Background: an optimization exercise with open tools, aiming at small area, a short achievable clock period and few clock cycles per item. Do not read the settings as production practice. In this exercise RTL edits were held to simulation tests only and were not proved equivalent to the original. Power is estimated from default activity; no workload was simulated.

// ser_top
module ser_top
(
    input  logic                       clk,
    input  logic                       reset,
    input  logic                       en,
    input  logic                       entry_valid,
    input  logic [29-1:0] entry_field_id,
    input  logic [5-1:0]     entry_type,
    input  logic                       entry_nested,
    input  logic [64-1:0]     addr,
    input  logic                       mem_rsp_valid,
    input  logic [63:0]                mem_rsp_data,
    output logic                       mem_req_valid,
    output logic                       mem_req_write,
    output logic [64-1:0]     mem_req_addr,
    output logic [8*10-1:0]    mem_req_data,
    output logic [10-1:0]      mem_req_lane_en,
    output logic                       ready,
    output logic                       done,
    output logic [64-1:0]     write_point
);
Size: ~8000 cells after synthesis, roughly 2500 flip-flops, about 390 I/O pins.
clock: 11.0 ns
lec_check: 0
cap_margin: 20
core_margin: 2
core_utilization: 60
slew_margin: 20
standard.sh (not shown) runs the stock make flow with config.mk's settings and CLKGATE_MAP_FILE= SYNTH_SCRIPT=/design/flow/synth_recipe.tcl, a recipe that flattens the netlist after the stock synthesis.
==> flow/flow/run.sh <==
#!/bin/bash
# Standard layout, with the timing repair asked to leave more setup slack than
# the clock period needs (the clock period and constraints are unchanged).
set -o pipefail
bash standard.sh SETUP_SLACK_MARGIN=7.5 finish > flow_make.log 2>&1
Testbench counts at the start, summed over its fixed seeds: cycles 4,678, entries 2,048.
Next try:
Settings changed: CTS_CLUSTER_DIAMETER set to 100, CTS_CLUSTER_SIZE set to 22.
What happened: Combinational power barely changes. Count of clock-buffer cells in the layout goes down by 132. Cell area goes down by 4.2%. Total power goes down by 15%. Worst hold slack improves by 13 ps. Register-to-register slack degrades by 20 ps. Maximum frequency goes down by 0.52%.
Next try:
--- a/flow/flow/run.sh
+++ b/flow/flow/run.sh
@@ -4,2 +4,2 @@
 set -o pipefail
-bash standard.sh SETUP_SLACK_MARGIN=7.5 finish > flow_make.log 2>&1
+bash standard.sh SETUP_SLACK_MARGIN=6.5 finish > flow_make.log 2>&1
Settings changed: CORE_UTILIZATION 60 to 40, CTS_CLUSTER_DIAMETER 100 to not set, CTS_CLUSTER_SIZE 22 to not set.
What happened:
- total power rose by 17%
- first-iteration DRC count drops by about 20%
- core utilization fell by 22 points
- routed wire length came out higher by about 2.1%
- final area rose by about 1.6%
- die area goes up by about 50%
Next try:
--- a/flow/flow/run.sh
+++ b/flow/flow/run.sh
@@ -4,2 +4,2 @@
 set -o pipefail
-bash standard.sh SETUP_SLACK_MARGIN=6.5 finish > flow_make.log 2>&1
+bash standard.sh SETUP_SLACK_MARGIN=7.5 finish > flow_make.log 2>&1
=> Global-route usage is higher by 0.72 points. Utilization rose by 1.7 points. Setup slack gains 610 ps. Cell count rises by about 1.8%. Routed wire length went up by about 3.4%. Design area is higher by about 3.6%. Clock skew goes down by 30 ps. Non-clock buffer count went up by 198. Die area is unchanged. Register-to-register slack is better by 620 ps. Clock-buffer cell count goes down by 5.


ser_top, a different RTL version from the one above (not shown whole).
For scale: ~7700 cells after synthesis, roughly 2300 flip-flops, ~390 I/O pins, roughly 97000 sq um of cells after synthesis.
==> flow/config.mk <==
export PLATFORM = sky130hd
export DESIGN_NAME = ser_top
export DESIGN_NICKNAME = ser_top
export VERILOG_FILES = /design/flow/design.v
export SDC_FILE = /design/flow/constraint.sdc
export NUM_CORES = 4
export LEC_CHECK = 0
export CAP_MARGIN = 20
export CORE_MARGIN = 2
export CORE_UTILIZATION = 60
export CTS_CLUSTER_DIAMETER = 100
export CTS_CLUSTER_SIZE = 22
export SLEW_MARGIN = 20
==> flow/constraint.sdc <==
create_clock -name core_clock -period 11.0 [get_ports {clk}]
set_input_delay 2.2000 -clock core_clock [delete_from_list [all_inputs] [get_ports {clk}]]
set_output_delay 2.2000 -clock core_clock [all_outputs]
set_load 0.01 [all_outputs]
==> flow/flow/run.sh <==
#!/bin/bash
# Standard layout, with the timing repair asked to leave more setup slack than
# the clock period needs (the clock period and constraints are unchanged).
set -o pipefail
bash standard.sh SETUP_SLACK_MARGIN=7.5 finish > flow_make.log 2>&1
The starting point ran to the end with no violations.
Testbench counts at the start, summed over its fixed seeds: cycles 4,678, entries 2,048.
Next try:
Settings changed: CORE_UTILIZATION 60 to 40, CTS_CLUSTER_DIAMETER 100 to unset, CTS_CLUSTER_SIZE 22 to unset.
=> The new run ran to the end with no violations. First-iteration DRC count came out lower by 22%. Design area came out higher by 5.0%. Die area came out higher by 49%. Clock-buffer cell count came out higher by 101. Routed wire length came out higher by 3.6%. Final cell count came out higher by 12%. Area after synthesis does not change. Power came out higher by 18%. Register-to-register slack stays flat. Sequential power stays flat.

## port drivers added, routing unchanged
Ports are ideal in the flow. The routed layouts listed here were re-timed in OpenROAD. Step 1 (the two cells are an assumption about what drives the block):
set clk [get_ports {clk}]
set_driving_cell -lib_cell sky130_fd_sc_hd__clkbuf_16 $clk
set_driving_cell -lib_cell sky130_fd_sc_hd__buf_2 [delete_from_list [all_inputs] $clk]
Step 2 adds t to the input delays and takes it off the output delays; t is the mean of the earliest and latest rising clock arrival at the registers after step 1. Input paths then give back, and output paths get back, about the clock's delay inside the block. Three values: no drivers, after step 1, after step 2; two values: the first two.
run | t (ns) | slack for setup (ns) | slew at the worst register clock pin (ns)
the first run of note 1 | 0.981 | 7.232 / 7.168 / 6.531 | 0.07 / 0.07
the second run of note 1 | 0.909 | 7.212 / 7.212 / 6.575 | 0.11 / 0.11
the third run of note 1 | 0.999 | 6.611 / 6.629 / 5.688 | 0.07 / 0.07
the fourth run of note 1 | 0.986 | 7.224 / 7.121 / 6.594 | 0.07 / 0.07
the first run of note 2 | 0.886 | 7.177 / 7.177 / 6.681 | 0.10 / 0.10
the second run of note 2 | 0.962 | 7.171 / 7.171 / 6.632 | 0.07 / 0.07
After both steps setup and hold are still met in every run listed. The setup slack of the third run of note 1, which loses most, moves by +0.018 ns with the drivers and by -0.923 ns with both steps.
